Source: an optimization exercise on an open RTL-to-GDS flow (aim: small area, a short achievable clock period and few clock cycles per item). Production flows keep margins and buffers that such runs may drop. RTL that was checked went through simulation tests only; none was proved equivalent to the original. Power figures rest on the tool's default switching activity, not on a simulated workload.

==> module kmp_substring_search_core, before the edit <==
module kmp_substring_search_core #(
	parameter int unsigned MAX_PATTERN    = kmpss_pkg::MAX_PATTERN_DEF,
	parameter int unsigned POSITION_WIDTH = kmpss_pkg::POSITION_WIDTH_DEF
) (
	input  wire logic        clk,
	input  wire logic        arst_n,
	input  wire logic        s_tvalid,
	output logic             s_tready,
	input  wire logic [7:0]  s_tdata,   
	input  wire logic [1:0]  s_tuser,   
	input  wire logic        s_tlast,
	output logic             m_tvalid,
	input  wire logic        m_tready,
	output logic [39:0]      m_tdata    
);
	localparam int unsigned N  = MAX_PATTERN;
	localparam int unsigned LW = $clog2(N + 1);
	localparam int unsigned PW = POSITION_WIDTH;
	logic          iv_q;
	logic          ifunc_q;
	logic          ifirst_q;
	logic          ilast_q;
	logic [7:0]    ibyte_q;
	logic          rdy_q;
	logic          en_q;        
	logic          qen_q;       
	logic          ofound_q;    
	logic [8*N-1:0] q_q;         
	logic [N-1:1]   a_q;
	logic [LW-1:0]  len_q;
	logic [1:0]     st_q;
	logic [PW-1:0]  d_q;
	logic          ov_q;
	logic [1:0]    ostat_q;
	logic          o2v_q;
	logic [1:0]    o2stat_q;
	logic          rs;
	logic [1:0]    s_eff;
	logic          full;
	logic [N:0]    t;
	logic [N-1:0]  eq;
	logic [N:1]    a_eff;
	logic [N-1:1]  a_nxt;
	logic          found;
	logic [1:0]    res;
	logic          en;
	logic          acc;
	logic          pop;
	logic          iv_n;
	logic          ifunc_n;
	logic          ifirst_n;
	logic [1:0]    st_n;
	logic          ov_n;
	logic [1:0]    ostat_n;
	logic          o2v_n;
	logic [1:0]    o2stat_n;
	logic          fp_n;
	logic          en_n;
	logic [LW-1:0] len_n;
	logic          full_n;
	always_comb begin
		rs    = ifirst_q || (st_q == kmpss_pkg::SRCH_FRESH);
		s_eff = rs ? kmpss_pkg::STAT_BUSY : st_q;
		full  = !ifirst_q && (len_q == LW'(N));
		for (int k = 0; k <= N; k++) begin
			t[k] = (LW'(k) >= len_q);
		end
		for (int k = 0; k < N; k++) begin
			eq[k] = (ibyte_q == q_q[8*k +: 8]);
		end
		for (int k = 1; k < N; k++) begin
			a_eff[k] = rs ? t[k] : a_q[k];
		end
		a_eff[N] = 1'b1;
		for (int k = 1; k < N; k++) begin
			a_nxt[k] = t[k] || (a_eff[k+1] && eq[k]);
		end
		found = a_eff[1] && eq[0];
		if (!ifunc_q) begin
			res = full ? kmpss_pkg::STAT_OVERFLOW : kmpss_pkg::STAT_BUSY;
			st_n = kmpss_pkg::SRCH_FRESH;
		end else begin
			if (s_eff != kmpss_pkg::STAT_BUSY) begin
				res = s_eff;
			end else if (len_q == '0 || found) begin
				res = kmpss_pkg::STAT_FOUND;
			end else if (ilast_q) begin
				res = kmpss_pkg::STAT_NOTFOUND;
			end else begin
				res = kmpss_pkg::STAT_BUSY;
			end
			st_n = res;
		end
		en  = en_q;
		acc = s_tvalid && rdy_q;
		pop = ov_q && m_tready;
		if (!en) begin
			st_n = st_q;
		end
		ov_n     = ov_q;
		ostat_n  = ostat_q;
		o2v_n    = o2v_q;
		o2stat_n = o2stat_q;
		if (pop || !ov_q) begin
			if (o2v_q) begin
				ov_n    = 1'b1;
				ostat_n = o2stat_q;
				o2v_n   = 1'b0;
			end else begin
				ov_n = en;
				if (en) begin
					ostat_n = res;
				end
			end
		end else if (en) begin
			o2v_n    = 1'b1;
			o2stat_n = res;
		end
		iv_n     = acc || (iv_q && !en);
		ifunc_n  = acc ? s_tuser[0] : ifunc_q;
		ifirst_n = acc ? s_tuser[1] : ifirst_q;
		fp_n = (ov_n && ostat_n == kmpss_pkg::STAT_FOUND) ||
		       (o2v_n && o2stat_n == kmpss_pkg::STAT_FOUND);
		en_n = iv_n && !o2v_n &&
		       !(ifunc_n && (ifirst_n || st_n == kmpss_pkg::SRCH_FRESH) && fp_n);
		len_n = len_q;
		if (en && !ifunc_q && !full) begin
			len_n = ifirst_q ? LW'(1) : len_q + LW'(1);
		end
		full_n = !ifirst_n && (len_n == LW'(N));
	end
	always_ff @(posedge clk or negedge arst_n) begin
		if (!arst_n) begin
			iv_q   <= 1'b0;
			rdy_q  <= 1'b0;
			ov_q   <= 1'b0;
			o2v_q  <= 1'b0;
			st_q   <= kmpss_pkg::SRCH_FRESH;
			len_q  <= '0;
			en_q   <= 1'b0;
			qen_q  <= 1'b0;
		end else begin
			iv_q  <= iv_n;
			rdy_q <= !iv_n || en_n;
			ov_q  <= ov_n;
			o2v_q <= o2v_n;
			st_q  <= st_n;
			len_q <= len_n;
			en_q  <= en_n;
			qen_q <= en_n && !ifunc_n && !full_n;
		end
	end
	always_ff @(posedge clk) begin
		if (acc) begin
			ifunc_q  <= s_tuser[0];
			ifirst_q <= s_tuser[1];
			ilast_q  <= s_tlast;
			ibyte_q  <= s_tdata;
		end
		ostat_q  <= ostat_n;
		ofound_q <= (ostat_n == kmpss_pkg::STAT_FOUND);
		o2stat_q <= o2stat_n;
		if (qen_q) begin
			q_q <= {q_q[8*N-9:0], ibyte_q};
		end
		if (en) begin
			if (ifunc_q) begin
				a_q <= a_nxt;
				if (s_eff == kmpss_pkg::STAT_BUSY) begin
					if (len_q == '0) begin
						d_q <= '0;
					end else if (rs) begin
						d_q <= PW'(1) - PW'(len_q);
					end else begin
						d_q <= d_q + PW'(1);
					end
				end
			end
		end
	end
	assign s_tready = rdy_q;
	assign m_tvalid = ov_q;
	assign m_tdata  = {6'b0, ofound_q ? d_q : 32'b0, ostat_q};
endmodule
Settings: LEC_CHECK=0, CAP_MARGIN=20, CORE_MARGIN=2, CORE_UTILIZATION=40, SLEW_MARGIN=20; clock period 6.0 ns.
run.sh (not shown) runs the stock make flow with config.mk's settings and CLKGATE_MAP_FILE= SYNTH_SCRIPT=/design/flow/synth_recipe.tcl, a recipe that flattens the netlist after the stock synthesis.
==> next run, changes <==
--- a/flow/design.v
+++ b/flow/design.v
@@ -32,13 +32,10 @@
 	logic          ifunc_q;
 	logic          ifirst_q;
 	logic          ilast_q;
 	logic [7:0]    ibyte_q;
 	logic          rdy_q;
-	logic          en_q;        
-	logic          qen_q;       
-	logic          ofound_q;    
 	logic [8*N-1:0] q_q;         
 	logic [N-1:1]   a_q;
 	logic [LW-1:0]  len_q;
 	logic [1:0]     st_q;
 	logic [PW-1:0]  d_q;
@@ -53,10 +50,11 @@
 	logic [N-1:0]  eq;
 	logic [N:1]    a_eff;
 	logic [N-1:1]  a_nxt;
 	logic          found;
 	logic [1:0]    res;
+	logic          fp;
 	logic          en;
 	logic          acc;
 	logic          pop;
 	logic          iv_n;
 	logic          ifunc_n;
@@ -66,12 +64,10 @@
 	logic [1:0]    ostat_n;
 	logic          o2v_n;
 	logic [1:0]    o2stat_n;
 	logic          fp_n;
 	logic          en_n;
-	logic [LW-1:0] len_n;
-	logic          full_n;
 	always_comb begin
 		rs    = ifirst_q || (st_q == kmpss_pkg::SRCH_FRESH);
 		s_eff = rs ? kmpss_pkg::STAT_BUSY : st_q;
 		full  = !ifirst_q && (len_q == LW'(N));
 		for (int k = 0; k <= N; k++) begin
@@ -101,11 +97,13 @@
 			end else begin
 				res = kmpss_pkg::STAT_BUSY;
 			end
 			st_n = res;
 		end
-		en  = en_q;
+		fp  = (ov_q && ostat_q == kmpss_pkg::STAT_FOUND) ||
+		      (o2v_q && o2stat_q == kmpss_pkg::STAT_FOUND);
+		en  = iv_q && !o2v_q && !(ifunc_q && rs && fp);
 		acc = s_tvalid && rdy_q;
 		pop = ov_q && m_tready;
 		if (!en) begin
 			st_n = st_q;
 		end
@@ -133,52 +131,45 @@
 		ifirst_n = acc ? s_tuser[1] : ifirst_q;
 		fp_n = (ov_n && ostat_n == kmpss_pkg::STAT_FOUND) ||
 		       (o2v_n && o2stat_n == kmpss_pkg::STAT_FOUND);
 		en_n = iv_n && !o2v_n &&
 		       !(ifunc_n && (ifirst_n || st_n == kmpss_pkg::SRCH_FRESH) && fp_n);
-		len_n = len_q;
-		if (en && !ifunc_q && !full) begin
-			len_n = ifirst_q ? LW'(1) : len_q + LW'(1);
-		end
-		full_n = !ifirst_n && (len_n == LW'(N));
 	end
 	always_ff @(posedge clk or negedge arst_n) begin
 		if (!arst_n) begin
 			iv_q   <= 1'b0;
 			rdy_q  <= 1'b0;
 			ov_q   <= 1'b0;
 			o2v_q  <= 1'b0;
 			st_q   <= kmpss_pkg::SRCH_FRESH;
 			len_q  <= '0;
-			en_q   <= 1'b0;
-			qen_q  <= 1'b0;
 		end else begin
 			iv_q  <= iv_n;
 			rdy_q <= !iv_n || en_n;
 			ov_q  <= ov_n;
 			o2v_q <= o2v_n;
 			st_q  <= st_n;
-			len_q <= len_n;
-			en_q  <= en_n;
-			qen_q <= en_n && !ifunc_n && !full_n;
+			if (en && !ifunc_q && !full) begin
+				len_q <= ifirst_q ? LW'(1) : len_q + LW'(1);
+			end
 		end
 	end
 	always_ff @(posedge clk) begin
 		if (acc) begin
 			ifunc_q  <= s_tuser[0];
 			ifirst_q <= s_tuser[1];
 			ilast_q  <= s_tlast;
 			ibyte_q  <= s_tdata;
 		end
 		ostat_q  <= ostat_n;
-		ofound_q <= (ostat_n == kmpss_pkg::STAT_FOUND);
 		o2stat_q <= o2stat_n;
-		if (qen_q) begin
-			q_q <= {q_q[8*N-9:0], ibyte_q};
-		end
 		if (en) begin
-			if (ifunc_q) begin
+			if (!ifunc_q) begin
+				if (!full) begin
+					q_q <= {q_q[8*N-9:0], ibyte_q};
+				end
+			end else begin
 				a_q <= a_nxt;
 				if (s_eff == kmpss_pkg::STAT_BUSY) begin
 					if (len_q == '0) begin
 						d_q <= '0;
 					end else if (rs) begin
@@ -190,8 +181,8 @@
 			end
 		end
 	end
 	assign s_tready = rdy_q;
 	assign m_tvalid = ov_q;
-	assign m_tdata  = {6'b0, ofound_q ? d_q : 32'b0, ostat_q};
+	assign m_tdata  = {6'b0, (ostat_q == kmpss_pkg::STAT_FOUND) ? d_q : 32'b0, ostat_q};
 endmodule
 `default_nettype wire
The new run finished clean.
Cell area stays flat.
Sequential power is higher by 7.6%.
Worst setup slack is worse by 200 ps.
Global-route usage stays flat.
Core utilization barely changes.
Testbench counts after the change, summed over its fixed seeds: cycles 25,255, items 25,187.
For the first run of this note, only the layout was checked, not whether the RTL still works.

what the ideal ports hide:
The results above use ideal ports. As a check the final layouts listed here were re-extracted and re-timed, cells and wires unchanged. Step 1, drivers: a clkbuf_16 drives clk and a buf_2 each remaining input, both assumed. Step 2 times the ports against the registers' clock, not the clock port: input delays grow and output delays shrink by t, the midpoint of the rising clock arrivals with the driver on. a / b / c = no drivers / after step 1 / after step 2; a / b = the first two.
| run | t, ns | setup slack, ns | hold WS [ns] |
|---|---|---|---|
| the first run | 0.656 | 2.606 / 2.606 / 2.606 | 0.461 / 0.461 / 0.461 |
| the second run | 0.649 | 2.410 / 2.382 / 2.410 | 0.443 / 0.443 / 0.443 |
After both steps setup and hold are still met in every run listed.
